From an optimization exercise on the open Yosys and OpenROAD flow, aimed at small area; shortcuts taken in it are not production practice.
Where RTL was checked, it was by simulation tests only, not by an equivalence proof against the original.
No functional check of the RTL was part of run 3.
Power and IR drop assume default switching activity. The flow treats the clock pin as an ideal source, which a real chip does not have.

File: design.v
module gap_tv_wb_drain #(
    parameter int PORT_SIZE = 32,
    parameter int ADDR_W    = 8,
    parameter int OUT_LANES = 4,
    parameter int DEPTH     = 4,
    parameter int ROWS      = 256,
    parameter int FCNT_W    = 8,
    localparam int BEATS    = PORT_SIZE / OUT_LANES,
    localparam int BIDX_W   = $clog2(BEATS),
    localparam int PTR_W    = $clog2(DEPTH),
    localparam int CNT_W    = PTR_W + 1,
    localparam int ROW_W    = PORT_SIZE * 16,
    localparam int BEAT_W   = OUT_LANES * 16
) (
    input  logic                     clk,
    input  logic                     rst,
    input  logic                     wen,
    input  logic [ADDR_W-1:0]        waddr,
    input  logic [ROW_W-1:0]         dout,
    input  logic                     m_ready,
    output logic                     m_valid,
    output logic [BEAT_W-1:0]        m_data,
    output logic [ADDR_W+BIDX_W-1:0] m_addr,
    output logic                     m_last,
    output logic                     m_frame_end,
    output logic [FCNT_W-1:0]        frame_cnt,
    output logic [CNT_W-1:0]         count,
    output logic                     full,
    output logic                     overflow
);
    logic [ADDR_W-1:0] addr_mem_q [DEPTH];
    logic [ROW_W-1:0]  data_mem_q [DEPTH];
    logic [PTR_W-1:0]  head_q, tail_q;
    logic [CNT_W-1:0]  count_q;
    logic [BEATS-1:0]  bsel_q;                
    logic [DEPTH-1:0]  hsel_q;                
    logic              overflow_q;
    logic [FCNT_W-1:0] frame_cnt_q;
    logic              valid, last_beat, beat_fire, pop_fire, push_fire;
    logic [PTR_W-1:0]  head_d;
    logic [CNT_W-1:0]  count_d;
    logic [ADDR_W-1:0] head_addr;
    logic [BIDX_W-1:0] beat_idx;
    assign valid     = (count_q != '0);
    assign last_beat = bsel_q[BEATS-1];
    assign beat_fire = valid && m_ready;
    assign pop_fire  = beat_fire && last_beat;
    assign push_fire = wen && (!count_q[PTR_W] || pop_fire);
    always_comb begin
        head_d  = pop_fire ? head_q + PTR_W'(1) : head_q;
        count_d = count_q;
        if (push_fire && !pop_fire) count_d = count_q + CNT_W'(1);
        else if (pop_fire && !push_fire) count_d = count_q - CNT_W'(1);
    end
    localparam int NSEL = DEPTH * BEATS;
    localparam int NGRP = (NSEL + 2) / 3;
    logic [NSEL-1:0] sel;
    always_comb
        for (int e = 0; e < DEPTH; e++)
            for (int b = 0; b < BEATS; b++) sel[e*BEATS+b] = hsel_q[e] && bsel_q[b];
    for (genvar j = 0; j < BEAT_W; j++) begin : g_lane
        logic [NSEL-1:0] d;
        logic [NGRP-1:0] grp_n;
        for (genvar e = 0; e < DEPTH; e++)
            for (genvar b = 0; b < BEATS; b++)
                assign d[e*BEATS+b] = data_mem_q[e][b*BEAT_W+j];
        for (genvar g = 0; g < NGRP; g++) begin : g_grp
            if (3*g+2 < NSEL) begin : g3
                gap_tv_wb_drain_aoi222 u (.s(sel[3*g +: 3]), .d(d[3*g +: 3]), .y_n(grp_n[g]));
            end else begin : g2
                gap_tv_wb_drain_aoi22 u (.s(sel[3*g +: 2]), .d(d[3*g +: 2]), .y_n(grp_n[g]));
            end
        end
        assign m_data[j] = !(&grp_n);
    end
    always_comb begin
        head_addr = '0;
        for (int e = 0; e < DEPTH; e++)
            head_addr = head_addr | ({ADDR_W{hsel_q[e]}} & addr_mem_q[e]);
        beat_idx = '0;
        for (int b = 0; b < BEATS; b++)
            if (bsel_q[b]) beat_idx = beat_idx | BIDX_W'(b);
    end
    assign m_valid     = valid;
    assign m_last      = valid && last_beat;
    assign m_frame_end = m_last && (&head_addr);
    assign m_addr      = {head_addr, valid ? beat_idx : BIDX_W'(0)};
    always_ff @(posedge clk) begin
        if (rst) begin
            head_q      <= '0;
            tail_q      <= '0;
            count_q     <= '0;
            bsel_q      <= BEATS'(1);
            hsel_q      <= '0;
            overflow_q  <= 1'b0;
            frame_cnt_q <= '0;
        end else begin
            if (beat_fire) bsel_q <= {bsel_q[BEATS-2:0], bsel_q[BEATS-1]};
            head_q  <= head_d;
            count_q <= count_d;
            for (int e = 0; e < DEPTH; e++)
                hsel_q[e] <= (count_d != '0) && (head_d == PTR_W'(e));
            if (push_fire) tail_q <= tail_q + PTR_W'(1);
            else if (wen) overflow_q <= 1'b1;
            if (beat_fire && m_frame_end) frame_cnt_q <= frame_cnt_q + FCNT_W'(1);
        end
    end
    always_ff @(posedge clk) begin
        for (int e = 0; e < DEPTH; e++)
            if (push_fire && tail_q == PTR_W'(e)) begin
                addr_mem_q[e] <= waddr;
                data_mem_q[e] <= dout;
            end
    end
    assign count     = count_q;
    assign full      = count_q[PTR_W];
    assign overflow  = overflow_q;
    assign frame_cnt = frame_cnt_q;
endmodule
module gap_tv_wb_drain_aoi222 (
    input  logic [2:0] s,
    input  logic [2:0] d,
    output logic       y_n
);
    assign y_n = !(|(s & d));
endmodule
module gap_tv_wb_drain_aoi22 (
    input  logic [1:0] s,
    input  logic [1:0] d,
    output logic       y_n
);
    assign y_n = !(|(s & d));
endmodule
File: flow/run.sh
#!/bin/bash
# Standard ORFS layout, with input/output ports buffered by the smallest buffer
# and a clock tree of large leaf clusters without dummy loads.
set -euo pipefail
export BUFFER_PORTS_ARGS="-buffer_cell sky130_fd_sc_hd__buf_1"
export CTS_ARGS="-sink_clustering_enable -repair_clock_nets -dont_use_dummy_load -sink_clustering_size 30 -sink_clustering_max_diameter 80 -buf_list {sky130_fd_sc_hd__clkbuf_8 sky130_fd_sc_hd__clkbuf_16}"
bash standard.sh > standard_flow.log 2>&1
File: standard.sh
#!/bin/bash
# synth_recipe.tcl (not shown) runs the flow's synth.tcl, then flattens the netlist and writes it again
# the make line also repeats each setting of config.mk as NAME=value (left out here)
make -C /OpenROAD-flow-scripts/flow DESIGN_CONFIG=/design/flow/config.mk WORK_HOME=/design/flow/orfs CLKGATE_MAP_FILE= SYNTH_SCRIPT=/design/flow/synth_recipe.tcl "${@:-finish}"
File: config.mk
export PLATFORM = sky130hd
export DESIGN_NAME = gap_tv_wb_drain
export DESIGN_NICKNAME = gap_tv_wb_drain
export VERILOG_FILES = /design/flow/design.v
export SDC_FILE = /design/flow/constraint.sdc
export NUM_CORES = 4
export LEC_CHECK = 0
export CAP_MARGIN = 20
export CORE_MARGIN = 2
export CORE_UTILIZATION = 50
export SLEW_MARGIN = 20
export SYNTH_HIERARCHICAL = 1
export SYNTH_MINIMUM_KEEP_SIZE = 0
File: constraint.sdc
create_clock -name core_clock -period 4.5 [get_ports {clk}]
set_input_delay 0.9000 -clock core_clock [delete_from_list [all_inputs] [get_ports {clk}]]
set_output_delay 0.9000 -clock core_clock [all_outputs]
set_load 0.01 [all_outputs]
==> reports/qor.yml, run 1 <==
drt:
  drt_first_pass_iters: 10
  vias_per_cell: 6.911
  vias: 42020
  ant_nets: 0
  drc: 0
  wl_um: 222200
  wl_per_cell_um: 36.55
  drt_iter0_markers: 7939
sta:
  skew_ns: 0.06547
  worst_slack_ns: 0.08887
  period_minus_slack_ns: 4.411
  maxSlewViolCount: 0
  worst_hold_slack_ns: 0.4290
  fin_crit_sh_pct: 98.03
  slew_headroom_pct: 14.23
  setup_viol: 0
  hold_viol: 0
  rsz0062_at_grt: "no"
  fmax_mhz: 226.7
  tns_ns: 0
  worst_pin_slew_ns: 1.286
final_layout:
  fin_util_pct: 56.55
  drive_gt1_share_pct: 9.126
  areaGrowthSynthToFinish_pct: 12.52
  layout.nets: 4676
pwr:
  power_w: 0.03419
  ir_worst_vdd_v: 0.0002901
  power-per-cell-area_nw_per_um2: 416.3
  p_leak_nw: 24.69
die:
  die-area_um2: 149100
  die_h_um: 386.1
  core_area_um2: 145200
  row_count: 140
  die_width_um: 386.1
  pin_count: 615
  start_util_pct: 50.26
global_routing:
  antenna_found_initial: 57
  grt_max_degree: 96
  grt_pass1_vias: 40400
  grt_pass1_wl_um: 301900
  track_usage_pct: 29.01
  overflow: 0
logic_synthesis:
  ys_ff_latch: 2108
  ys_top_cells_by_count: "edfxtp_1, a222oi_1, nand4_1"
  yosys.area.top_type: "edfxtp_1"
  yosysSeqAreaShare_pct: 86.34
  synth_most_common_cell: "edfxtp_1"
  synth_async_sr_flop_share_pct: 0
  synth_edf_count: 2080
  synth_nets: 3814
  yosys-top-cells-area: "edfxtp_1, a222oi_1, nand4_1"
  synth_top_area_share_pct: 85.57
  syn_area_per_cell_um2: 22.24
  synthDistinctLibCells: 46
  ys.warnings.count: 9
  netlist_area_um2: 72990
  syn_inst: 3282
  ys.flop_type: "edfxtp_1"
cts:
  cts_root_buf: "clkbuf_16"
  holdBufCountCts: 0
  cts_setup_buffers: 0
  cts_buffers: 95
  cts_tree: "built"
  clk_path_buf_depth: 3
  worst_skew_pair.late_latency_ns: 0.76
  h-tree-depth: 3
  cts_sinks: 2108
  cts.clk_slew.worst_paths_ns: 0.11
place:
  port_buffers: 614
  gp_congestion: 0.8247
  pre_cts_ws_ns: 0.6135
  dp.final_hpwl_um: 139100
setup_path:
  cp-start-kind: "flop"
  end_kind: "output port"
  reg2reg_depth: 9
  rrSetupSlack_ns: 1.60
  crit_type: "reg2out"
  crit_fanout: 38
  arrival_ns: 3.51
  required_ns: 3.60
run_status:
  outcome: "finished clean"
min_path:
  hold_class: "in2reg"
  hold_depth: 1
job:
  cap_violations: 0
layout make-up:
| type | count | area (um2) |
|---|---|---|
| Tap cell | 1917 | 2399 |
| Clock buffer | 95 | 2377 |
| Antenna cell | 20 | 50.05 |
| Sequential cell | 2108 | 63030 |
| Fill cell | 10940 | 63090 |
| Timing Repair Buffer | 776 | 4234 |
| Multi-Input combinational cell | 1151 | 9972 |
| Inverter | 12 | 62.56 |
timing repair:
action                     4_1_cts  5_1_grt
gates cloned                     1        2
resized for setup                2        2
pin swaps                        0        2
setup endpoints to repair       25        6
sequential cells by signal (all words and copies together), names as in the netlist:
signal / flops
bsel_q: 8
head_q: 2
hsel_q: 4
tail_q: 2
addr_mem_q: 32
overflow_q: 1
data_mem_q: 2048
frame_cnt_q: 8
count_q: 3
metal layers:
layer  up-vias  track usage, %  part of all wire, %
li1      16970               -                    -
met1     21880           42.83                   39
met2      2786           44.38                   46
met3       331           6.182                   13
met4        46           7.443                  2.4
met5         -               0                 0.13
Yosys stat by module, one instance, submodules excluded:
module,area (um2),copies in the design
gap_tv_wb_drain_aoi222,10.01,640
gap_tv_wb_drain_aoi22,12.51,64
gap_tv_wb_drain,65780,1
cell families after synthesis:
kind of cell             count (synthesis)  share of synthesized area [%]
buffers and inverters                   26                         0.1834
flip-flops                            2108                          86.34
AO/OA/AOI/OAI                          760                          10.38
XOR/XNOR                                 3                        0.03600
multiplexers                             5                        0.07200
adder cells (fa/ha/maj)                  8                         0.1371
AND/OR/NAND/NOR                        372                          2.847
per-stage QoR:
| step | area, um2 | cells |
|---|---|---|
| 2_1_floorplan | 73060 | 3282 |
| 3_3_place_gp | 79670 | 5961 |
| 3_5_place_dp | 79670 | 5961 |
| 4_1_cts | 82060 | 6057 |
| 5_1_grt | 82110 | 6072 |
| 6_report | 82130 | 6079 |
cell usage in the layout (no fill, tap or decap), types with 8 or more instances in the layout:
cell	n
a21oi_1	18
a222oi_1	640
a22oi_1	19
a22oi_2	64
and2_4	36
buf_1	614
buf_12	57
buf_4	105
clkbuf_16	95
dfxtp_1	22
diode_2	20
edfxtp_1	2080
ha_1	8
inv_1	9
nand2_1	31
nand4_1	194
nor2_1	77
power by group:
part,total (W),switching [W],internal [W],leakage [nW]
sequential,0.0229,0.000255,0.0227,19.3
clock,0.00934,0.00556,0.00378,1.17
combinational,0.00191,0.00143,0.000483,4.22
total,0.0342,0.00725,0.0269,24.7
worst paths after layout:
check | startpoint | endpoint
worst max-delay path | hsel_q[0]$_SDFF_PP0_ | m_data[9]
worst min-delay path | dout[390] | data_mem_q[1][390]$_DFFE_PP_
worst max register to register | count_q[0]$_SDFF_PP0_ | data_mem_q[1][200]$_DFFE_PP_
worst min register to register | overflow_q$_SDFFE_PP0P_ | overflow_q$_SDFFE_PP0P_
worst max-delay path, cell delays in order, from the launching register on:
cell and delay, ns:
dfxtp_2 0.68, and2_4 0.91, buf_4 0.44, a222oi_1 0.17, nand4_1 0.13, nor2_1 0.06, nand4_1 0.20, buf_1 0.19
==> run 2: changes to the inputs <==
==> flow/run.sh (replaced) <==
#!/bin/bash
# Standard ORFS layout, with input/output ports buffered by the smallest buffer
# and a clock tree of large leaf clusters without dummy loads.
set -euo pipefail
export BUFFER_PORTS_ARGS="-buffer_cell sky130_fd_sc_hd__buf_1"
export CTS_ARGS="-sink_clustering_enable -repair_clock_nets -dont_use_dummy_load -sink_clustering_size 30 -sink_clustering_max_diameter 100 -buf_list {sky130_fd_sc_hd__clkbuf_16}"
bash standard.sh > standard_flow.log 2>&1
--- a/config.mk
+++ b/config.mk
@@ -9,3 +9,3 @@
 export CORE_MARGIN = 2
-export CORE_UTILIZATION = 50
+export CORE_UTILIZATION = 60
 export SLEW_MARGIN = 20
==> reports/qor.yml, run 2 <==
drt:
  drc: 0  # unchanged
  vias_per_cell: 7.293  # was 6.911
  met3_wirelength_um: 30110  # was 28070 um
  drt-met1-wl_um: 73200  # was 86780 um
  vias: 41840  # was 42020
  drt_iter0_markers: 8574  # was 7939
  wl_met2_um: 99500  # was 101600 um
  drt_first_pass_iters: 9  # was 10
  wl_um: 210100  # was 222200 um
  wl_per_cell_um: 36.62  # was 36.55 um
  ant_nets: 0  # unchanged
  top_layer_used: "met5"  # unchanged
logic_synthesis:
  synthDistinctLibCells: 46  # unchanged
  synth_top_area_share_pct: 85.57  # unchanged
  ys_ff_latch: 2108  # unchanged
  ys_top_cells_by_count: "edfxtp_1, a222oi_1, nand4_1"  # unchanged
  synth_edf_count: 2080  # unchanged
  ys.flop_type: "edfxtp_1"  # unchanged
  synth_async_sr_flop_share_pct: 0  # unchanged
  synth_nets: 3814  # unchanged
  yosys-top-cells-area: "edfxtp_1, a222oi_1, nand4_1"  # unchanged
  syn_inst: 3282  # unchanged
  yosysSeqAreaShare_pct: 86.34  # unchanged
  yosys.area.top_type: "edfxtp_1"  # unchanged
  netlist_area_um2: 72990  # unchanged
  syn_area_per_cell_um2: 22.24  # unchanged
  synth_most_common_cell: "edfxtp_1"  # unchanged
  ys.warnings.count: 9  # unchanged
cts:
  cts_setup_buffers: 0  # unchanged
  cts_tree: "built"  # unchanged
  clk_path_buf_depth: 3  # unchanged
  cts_sinks: 2108  # unchanged
  cts_root_buf: "clkbuf_16"  # unchanged
  cts_buffers: 80  # was 95
  worst_skew_pair.late_latency_ns: 0.69  # was 0.76 ns
  h-tree-depth: 3  # unchanged
  cts.repair.resized: 0  # was 2
  cts.clk_slew.worst_paths_ns: 0.11  # about the same
  holdBufCountCts: 0  # unchanged
pwr:
  p_leak_nw: 24.26  # was 24.69 nW
  ir_worst_vdd_v: 0.0003511  # was 0.0002901 V
  power_w: 0.03333  # was 0.03419 W
  power-per-cell-area_nw_per_um2: 411.1  # was 416.3 nW/um2
sta:
  slew_headroom_pct: 39.91  # was 14.23%
  fin_crit_sh_pct: 95.67  # was 98.03%
  worst_slack_ns: 0.1949  # was 0.08887 ns
  worst_hold_slack_ns: 0.4530  # was 0.4290 ns
  tns_ns: 0  # unchanged
  worst_pin_slew_ns: 0.8945  # was 1.286 ns
  setup_viol: 0  # unchanged
  fmax_mhz: 232.3  # was 226.7 MHz
  skew_ns: 0.04520  # was 0.06547 ns
  maxSlewViolCount: 0  # unchanged
  rsz0062_at_grt: "no"  # unchanged
  hold_viol: 0  # unchanged
  period_minus_slack_ns: 4.305  # was 4.411 ns
setup_path:
  crit_fanout: 32  # was 38
  end_kind: "output port"  # unchanged
  cp-start-kind: "flop"  # unchanged
  crit_type: "reg2out"  # unchanged
  required_ns: 3.60  # about the same
  arrival_ns: 3.41  # was 3.51 ns
  rrSetupSlack_ns: 1.48  # was 1.60 ns
place:
  gp_congestion: 0.8605  # was 0.8247
  port_buffers: 614  # unchanged
  pre_cts_ws_ns: 1.011  # was 0.6135 ns
  dp.final_hpwl_um: 132500  # was 139100 um
  post_dp_cell_area_um2: 78970  # was 79670 um2
global_routing:
  grt_pass1_vias: 41390  # was 40400
  overflow: 0  # unchanged
  antenna_found_initial: 94  # was 57
  grt_max_degree: 125  # was 96
  grt_pass1_wl_um: 295500  # was 301900 um
  track_usage_pct: 33.27  # was 29.01%
final_layout:
  fillers: 7827  # was 10940
  largest_reg_flops: 2048  # unchanged
  layout.nets: 4617  # was 4676
  top_regs: "data_mem_q x2048, addr_mem_q x32"  # unchanged
  drive_gt1_share_pct: 7.715  # was 9.126%
  regMostFlops: "data_mem_q"  # unchanged
  stdcell_area_um2: 81080  # was 82130 um2
  final_cell_mix: "edfxtp_1, a222oi_1, buf_1"  # unchanged
  areaGrowthSynthToFinish_pct: 11.08  # was 12.52%
  multi_input_comb_area_um2: 9950  # was 9972 um2
  ff_latch_area_um2: 63030  # about the same
  final_common_cell: "edfxtp_1"  # unchanged
die:
  die-area_um2: 124500  # was 149100 um2
  row_count: 127  # was 140
  core_area_um2: 120300  # was 145200 um2
  start_util_pct: 60.68  # was 50.26%
  pin_count: 615  # unchanged
  die_h_um: 352.8  # was 386.1 um
  die_width_um: 352.8  # was 386.1 um
job:
  cap_violations: 0  # unchanged
run_status:
  outcome: "finished clean"  # unchanged
min_path:
  hold_class: "in2reg"  # unchanged
-- run 2: cell counts after synthesis --
No cell type changed its count.
-- run 2: cell type report --
type                            count  area share (%)
Tap cell                         1612           2.488
Sequential cell                  2108           77.74
Clock buffer                       80           2.469
Inverter                           12         0.07716
Antenna cell                       42          0.1296
Multi-Input combinational cell   1148           12.27
Timing Repair Buffer              735           4.827
-- run 2: critical path: stages (launching register included) --
cell and delay (ns):
dfxtp_1 0.74, and2_4 0.75, buf_4 0.37, a222oi_1 0.15, nand4_1 0.15, nor2_1 0.05
nand4_1 0.21, buf_1 0.21
-- run 2: worst paths after layout --
| check | startpoint | to | cells after the start |
|---|---|---|---|
| worst max-delay path | hsel_q[2]$_SDFF_PP0_ | m_data[30] | 7 |
| worst min register to register | overflow_q$_SDFFE_PP0P_ | overflow_q$_SDFFE_PP0P_ | 2 |
| worst max register to register | count_q[0]$_SDFF_PP0_ | data_mem_q[0][130]$_DFFE_PP_ | 8 |
| worst min-delay path | dout[118] | data_mem_q[2][118]$_DFFE_PP_ | 1 |
-- run 2: per-module statistics from Yosys, one instance, submodules excluded --
module,copies in the design,cells inside
gap_tv_wb_drain_aoi22,64,1
gap_tv_wb_drain_aoi222,640,1
gap_tv_wb_drain,1,2578
-- run 2: stage by stage --
step / utilization (%) / std cells
finish: 67.40 / 5737
global route: 67.37 / 5724
CTS: 67.31 / 5695
detailed placement: 65.65 / 5615
global placement: 65.65 / 5615
floorplan: - / 3282
-- run 2: logic make-up after synthesis --
group / Yosys count / share of synthesized area, %
xor gates and xnor gates: 3 / 0.03600
DFF: 2108 / 86.34
AOI/OAI and AO/OA: 760 / 10.38
buffers and inverters: 26 / 0.1834
muxes: 5 / 0.07200
adders and majority gates: 8 / 0.1371
and+or+nand+nor: 372 / 2.847
-- run 2: power by group --
part | switching [W] | leakage [nW] | internal, W
clock | 0.00535 | 0.986 | 0.00322
sequential | 0.000262 | 19.3 | 0.0227
combinational | 0.00136 | 3.98 | 0.000452
total | 0.00697 | 24.3 | 0.0264
-- run 2: routing by layer --
layer	global-route usage [%]	up-vias
li1	-	16860
met1	46.38	21320
met2	52.18	3126
met3	8.341	446
met4	11.26	90
met5	0	-
==> run 3: changes to the inputs <==
--- a/design.v
+++ b/design.v
@@ -34,4 +34,3 @@
     logic [CNT_W-1:0]  count_q;
-    logic [BEATS-1:0]  bsel_q;                
-    logic [DEPTH-1:0]  hsel_q;                
+    logic [BIDX_W-1:0] beat_q;
     logic              overflow_q;
@@ -39,8 +38,7 @@
     logic              valid, last_beat, beat_fire, pop_fire, push_fire;
-    logic [PTR_W-1:0]  head_d;
-    logic [CNT_W-1:0]  count_d;
+    logic [DEPTH-1:0]  hsel;                  
+    logic [BEATS-1:0]  bsel;                  
     logic [ADDR_W-1:0] head_addr;
-    logic [BIDX_W-1:0] beat_idx;
     assign valid     = (count_q != '0);
-    assign last_beat = bsel_q[BEATS-1];
+    assign last_beat = (beat_q == BIDX_W'(BEATS - 1));
     assign beat_fire = valid && m_ready;
@@ -49,6 +47,4 @@
     always_comb begin
-        head_d  = pop_fire ? head_q + PTR_W'(1) : head_q;
-        count_d = count_q;
-        if (push_fire && !pop_fire) count_d = count_q + CNT_W'(1);
-        else if (pop_fire && !push_fire) count_d = count_q - CNT_W'(1);
+        for (int e = 0; e < DEPTH; e++) hsel[e] = valid && (head_q == PTR_W'(e));
+        for (int b = 0; b < BEATS; b++) bsel[b] = (beat_q == BIDX_W'(b));
     end
@@ -59,3 +55,3 @@
         for (int e = 0; e < DEPTH; e++)
-            for (int b = 0; b < BEATS; b++) sel[e*BEATS+b] = hsel_q[e] && bsel_q[b];
+            for (int b = 0; b < BEATS; b++) sel[e*BEATS+b] = hsel[e] && bsel[b];
     for (genvar j = 0; j < BEAT_W; j++) begin : g_lane
@@ -78,6 +74,3 @@
         for (int e = 0; e < DEPTH; e++)
-            head_addr = head_addr | ({ADDR_W{hsel_q[e]}} & addr_mem_q[e]);
-        beat_idx = '0;
-        for (int b = 0; b < BEATS; b++)
-            if (bsel_q[b]) beat_idx = beat_idx | BIDX_W'(b);
+            head_addr = head_addr | ({ADDR_W{hsel[e]}} & addr_mem_q[e]);
     end
@@ -86,3 +79,3 @@
     assign m_frame_end = m_last && (&head_addr);
-    assign m_addr      = {head_addr, valid ? beat_idx : BIDX_W'(0)};
+    assign m_addr      = {head_addr, valid ? beat_q : BIDX_W'(0)};
     always_ff @(posedge clk) begin
@@ -92,4 +85,3 @@
             count_q     <= '0;
-            bsel_q      <= BEATS'(1);
-            hsel_q      <= '0;
+            beat_q      <= '0;
             overflow_q  <= 1'b0;
@@ -97,7 +89,4 @@
         end else begin
-            if (beat_fire) bsel_q <= {bsel_q[BEATS-2:0], bsel_q[BEATS-1]};
-            head_q  <= head_d;
-            count_q <= count_d;
-            for (int e = 0; e < DEPTH; e++)
-                hsel_q[e] <= (count_d != '0) && (head_d == PTR_W'(e));
+            if (beat_fire) beat_q <= beat_q + BIDX_W'(1);
+            if (pop_fire) head_q <= head_q + PTR_W'(1);
             if (push_fire) tail_q <= tail_q + PTR_W'(1);
@@ -105,2 +94,4 @@
             if (beat_fire && m_frame_end) frame_cnt_q <= frame_cnt_q + FCNT_W'(1);
+            if (push_fire && !pop_fire) count_q <= count_q + CNT_W'(1);
+            else if (pop_fire && !push_fire) count_q <= count_q - CNT_W'(1);
         end
@@ -109,3 +100,3 @@
         for (int e = 0; e < DEPTH; e++)
-            if (push_fire && tail_q == PTR_W'(e)) begin
+            if (push_fire && !rst && tail_q == PTR_W'(e)) begin
                 addr_mem_q[e] <= waddr;
==> flow/run.sh (replaced) <==
#!/bin/bash
# Standard ORFS layout, with input/output ports buffered by the smallest buffer
# and a clock tree built from small clock buffers without dummy loads.
set -euo pipefail
export BUFFER_PORTS_ARGS="-buffer_cell sky130_fd_sc_hd__buf_1"
export CTS_ARGS="-sink_clustering_enable -repair_clock_nets -dont_use_dummy_load -sink_clustering_size 20 -buf_list {sky130_fd_sc_hd__clkbuf_4 sky130_fd_sc_hd__clkbuf_8}"
bash standard.sh > standard_flow.log 2>&1
==> reports/qor.yml, run 3 <==
run_status:
  outcome: "finished with violations"  # was finished clean
  failed_checks: "negative setup slack"
die:
  core_area_um2: 120000  # was 120300 um2
  row_count: 127  # unchanged
  die_h_um: 352.1  # was 352.8 um
  start_util_pct: 60.59  # was 60.68%
  die_width_um: 352.1  # was 352.8 um
  pin_count: 615  # unchanged
  die-area_um2: 123900  # was 124500 um2
final_layout:
  areaGrowthSynthToFinish_pct: 18.63  # was 11.08%
  fillers: 7391  # was 7827
  stdcell_area_um2: 86230  # was 81080 um2
  layout.nets: 5023  # was 4617
  fin_cells: 6145  # was 5737
  top_regs: "data_mem_q x2048, addr_mem_q x32, frame_cnt_q x8"  # was data_mem_q x2048, addr_mem_q x32
  final_common_cell: "edfxtp_1"  # unchanged
  regMostFlops: "data_mem_q"  # unchanged
  drive_gt1_share_pct: 18.33  # was 7.715%
  largest_reg_flops: 2048  # unchanged
  final_cell_mix: "edfxtp_1, a222oi_1, buf_1"  # unchanged
cts:
  cts_sinks: 2099  # was 2108
  cts_buffers: 333  # was 80
  h-tree-depth: 5  # was 3
  cts_tree: "built"  # unchanged
  holdBufCountCts: 0  # unchanged
  cts_root_buf: "clkbuf_8"  # was clkbuf_16
  cts.clk_slew.worst_paths_ns: 0.05  # was 0.11 ns
  clk_path_buf_depth: 4  # was 3
  worst_skew_pair.late_latency_ns: 1.01  # was 0.69 ns
sta:
  maxSlewViolCount: 0  # unchanged
  slew_headroom_pct: 50.82  # was 39.91%
  hold_viol: 0  # unchanged
  fin_crit_sh_pct: 103.2  # was 95.67%
  worst_pin_slew_ns: 0.7377  # was 0.8945 ns
  tns_ns: -0.5733  # was 0 ns
  fmax_mhz: 215.4  # was 232.3 MHz
  setup_viol: 12  # was 0
  period_minus_slack_ns: 4.642  # was 4.305 ns
  worst_slack_ns: -0.1418  # was 0.1949 ns
  rsz0062_at_grt: "yes"  # was no
  skew_ns: 0.06467  # was 0.04520 ns
setup_path:
  reg2reg_to: "data_mem_q[2][489]$_DFFE_PP_"  # was data_mem_q[0][130]$_DFFE_PP_
  crit_fanout: 6  # was 32
  arrival_ns: 3.74  # was 3.41 ns
  r2r_start: "beat_q[0]$_SDFFE_PP0P_"  # was count_q[0]$_SDFF_PP0_
  rrSetupSlack_ns: 1.26  # was 1.48 ns
  cp-start-kind: "flop"  # unchanged
  reg2reg_depth: 10  # was 8
  path_cells: "nor3_4, clkinv_4, buf_12, nand2_8, buf_6, nor2_4, buf_12, a222oi_1, nand4_1, nor2_1, nand4_1, buf_2"  # was and2_4, buf_4, a222oi_1, nand4_1, nor2_1, nand4_1, buf_1
  crit_path_top_delay_cell: "a222oi_1"  # was and2_4
  critPathMaxStageDelay_ns: 0.42  # was 0.75 ns
  crit_type: "reg2out"  # unchanged
  end_kind: "output port"  # unchanged
  required_ns: 3.60  # about the same
logic_synthesis:
  ys_top_cells_by_count: "edfxtp_1, a222oi_1, nand4_1"  # unchanged
  synth_async_sr_flop_share_pct: 0  # unchanged
  syn_inst: 3249  # was 3282
  ys.flop_type: "edfxtp_1"  # unchanged
  ys.warnings.count: 9  # unchanged
  netlist_area_um2: 72690  # was 72990 um2
  synth_fa_ha_area_share_pct: 0.3030  # was 0.1371%
  yosys.area_share.simple_pct: 2.604  # was 2.847%
  synth_top_area_share_pct: 85.93  # was 85.57%
  synthDistinctLibCells: 39  # was 46
  synth_compound_area_share_pct: 10.36  # was 10.38%
  synth_nets: 3790  # was 3814
  synthMuxAreaShare_pct: 0.02926  # was 0.07200%
  yosys.area.top_type: "edfxtp_1"  # unchanged
  synthXorXnorAreaFrac_pct: 0.06025  # was 0.03600%
  synth_top_family_by_area: "compound AO/OA/AOI/OAI gates"  # unchanged
  yosys-top-cells-area: "edfxtp_1, a222oi_1, nand4_1"  # unchanged
  yosysSeqAreaShare_pct: 86.45  # was 86.34%
  synth_most_common_cell: "edfxtp_1"  # unchanged
  synth_edf_count: 2080  # unchanged
  ys_ff_latch: 2099  # was 2108
  syn_area_per_cell_um2: 22.37  # was 22.24 um2
min_path:
  hold_end: "data_mem_q[2][454]$_DFFE_PP_"  # was data_mem_q[2][118]$_DFFE_PP_
  hold_class: "in2reg"  # unchanged
  holdCritStartpoint: "dout[454]"  # was dout[118]
  hold_depth: 1  # unchanged
place:
  pre_cts_ws_ns: 0.4017  # was 1.011 ns
  gp_congestion: 0.8754  # was 0.8605
  dp_cells: 5610  # was 5615
  dp.final_hpwl_um: 132600  # was 132500 um
  post_dp_cell_area_um2: 79100  # was 78970 um2
  port_buffers: 614  # unchanged
drt:
  wl_per_cell_um: 39.30  # was 36.62 um
  drt_iter0_markers: 9416  # was 8574
  drt_first_pass_iters: 9  # unchanged
  vias_per_cell: 7.325  # was 7.293
  drc: 0  # unchanged
  wl_um: 241500  # was 210100 um
  ant_nets: 0  # unchanged
  vias: 45010  # was 41840
pwr:
  ir_worst_vdd_v: 0.0003299  # was 0.0003511 V
  power_w: 0.03922  # was 0.03333 W
  power-per-cell-area_nw_per_um2: 454.8  # was 411.1 nW/um2
  p_leak_nw: 26.77  # was 24.26 nW
job:
  cap_violations: 0  # unchanged
global_routing:
  grt_max_degree: 104  # was 125
  overflow: 0  # unchanged
  antenna_found_initial: 88  # was 94
  track_usage_pct: 37.92  # was 33.27%
  grt_pass1_wl_um: 328200  # was 295500 um
  grt_pass1_vias: 44500  # was 41390
[run 3: cell types whose count changed after synthesis, sizes merged, moves of 3 or more]
cell,change
buf,-3
nor4,-5
nor2,+26
nand2,-14
a311oi,-3
ha,+8
and2,-32
and3,+10
dfxtp,-9
[run 3: area by class of cell]
class	count	area, um2	area share, %
repair buffers	896	6264	7.264
multi-input cells	1138	10310	11.95
clock buffers	333	4583	5.315
diodes	53	132.6	0.1538
flip-flops and latches	2099	62860	72.90
repair inverters	1	11.26	0.01306
inverters	13	57.56	0.06675
well taps	1612	2017	2.339
[run 3: critical path: cells and delay by family, from the launching register on]
kind	cells	cell delay, ns
and+or+nand+nor	6	1.04
AOI/OAI and AO/OA	1	0.42
buffers and inverters	5	0.93
DFF	1	0.35
[run 3: how the worst max path moves through the flow]
stage	from	end	slack (ns)	cells after the start
after global placement	count_q[2]$_SDFFE_PP0P_	m_data[59]	0.53	11
after floorplan	m_ready	addr_mem_q[0][0]$_DFFE_PP_	-0.76	5
after detailed placement	count_q[2]$_SDFFE_PP0P_	m_data[59]	0.40	11
after global routing	count_q[0]$_SDFFE_PP0P_	m_data[33]	-0.19	10
final	count_q[0]$_SDFFE_PP0P_	m_data[59]	-0.14	12
after CTS	count_q[1]$_SDFFE_PP0P_	m_data[5]	-0.12	12
[run 3: per-layer routing]
metal / up-vias / part of all wire, % / GRT usage (%)
met5: - / 0.17 / 0
met4: 70 / 4.5 / 17.45
met3: 703 / 15 / 12.15
met2: 3923 / 46 / 57.03
met1: 22670 / 34 / 51.23
li1: 17650 / - / -
[run 3: per-module statistics from Yosys (local to each module, per instance)]
| module | flops+latches | cell area [um2] |
|---|---|---|
| gap_tv_wb_drain_aoi222 | 0 | 10.01 |
| gap_tv_wb_drain_aoi22 | 0 | 12.51 |
| gap_tv_wb_drain | 2099 | 65480 |
[run 3: cells by family (layout without fill, tap and decap cells)]
logic type      count (synthesis)  in the layout
fa+ha+maj                      17             17
buf+inv                        25           1243
xor+xnor                        5              5
compound gates                753            753
mux                             2              2
simple gates                  348            361
flops                        2099           2099
other cells                     0             53
[run 3: through the flow]
stage | util, % | hold slack (ns)
5_1_grt | 71.84 | 0.1414
2_1_floorplan | - | 0.4692
3_3_place_gp | 65.93 | 0.4719
6_report | 71.87 | 0.1545
3_5_place_dp | 65.93 | 0.4966
4_1_cts | 71.17 | 0.08778
[run 3: repair_timing]
item | CTS | global route
hold endpoints to repair | 0 | 0
buffers inserted | 80 | 37
gates resized for setup | 102 | 95
cloned | 27 | 10
setup endpoints to repair | 64 | 63
pin swaps | 87 | 146
[run 3: report_power, final]
part,leakage (nW),switching (W),internal (W),total (W)
Sequential,19.0,0.000224,0.0225,0.0227
Combinational,5.35,0.00252,0.00111,0.00362
Clock,2.39,0.00638,0.00652,0.0129
Total,26.8,0.00912,0.0301,0.0392

==> static timing again, ports no longer ideal <==
How much do the figures lean on ideal ports? The routed layouts below were timed once more, with nothing changed but the port constraints.
Step 1 sets driving cells, clkbuf_16 on the clock port and buf_2 on the other inputs (assumed; they add their load-dependent delay and slew).
Step 2 times the ports against the registers' clock, not the clock port: input delays grow and output delays shrink by t, the midpoint of the rising clock arrivals with the driver on.
a / b / c = ideal / step 1 / step 2; a / b = the first two.
run	shift t [ns]	setup slack, ns	worst setup path after step 2	slew at the worst register clock pin (ns)	worst slew at a driven data input, ns
run 1	0.792	0.089 / 0.009 / 0.802	register to output	0.11 / 0.11	0.21
run 2	0.759	0.195 / 0.115 / 0.874	register to output	0.12 / 0.12	0.18
run 3	1.051	-0.142 / -0.222 / 0.829	register to output	0.07 / 0.07	0.20
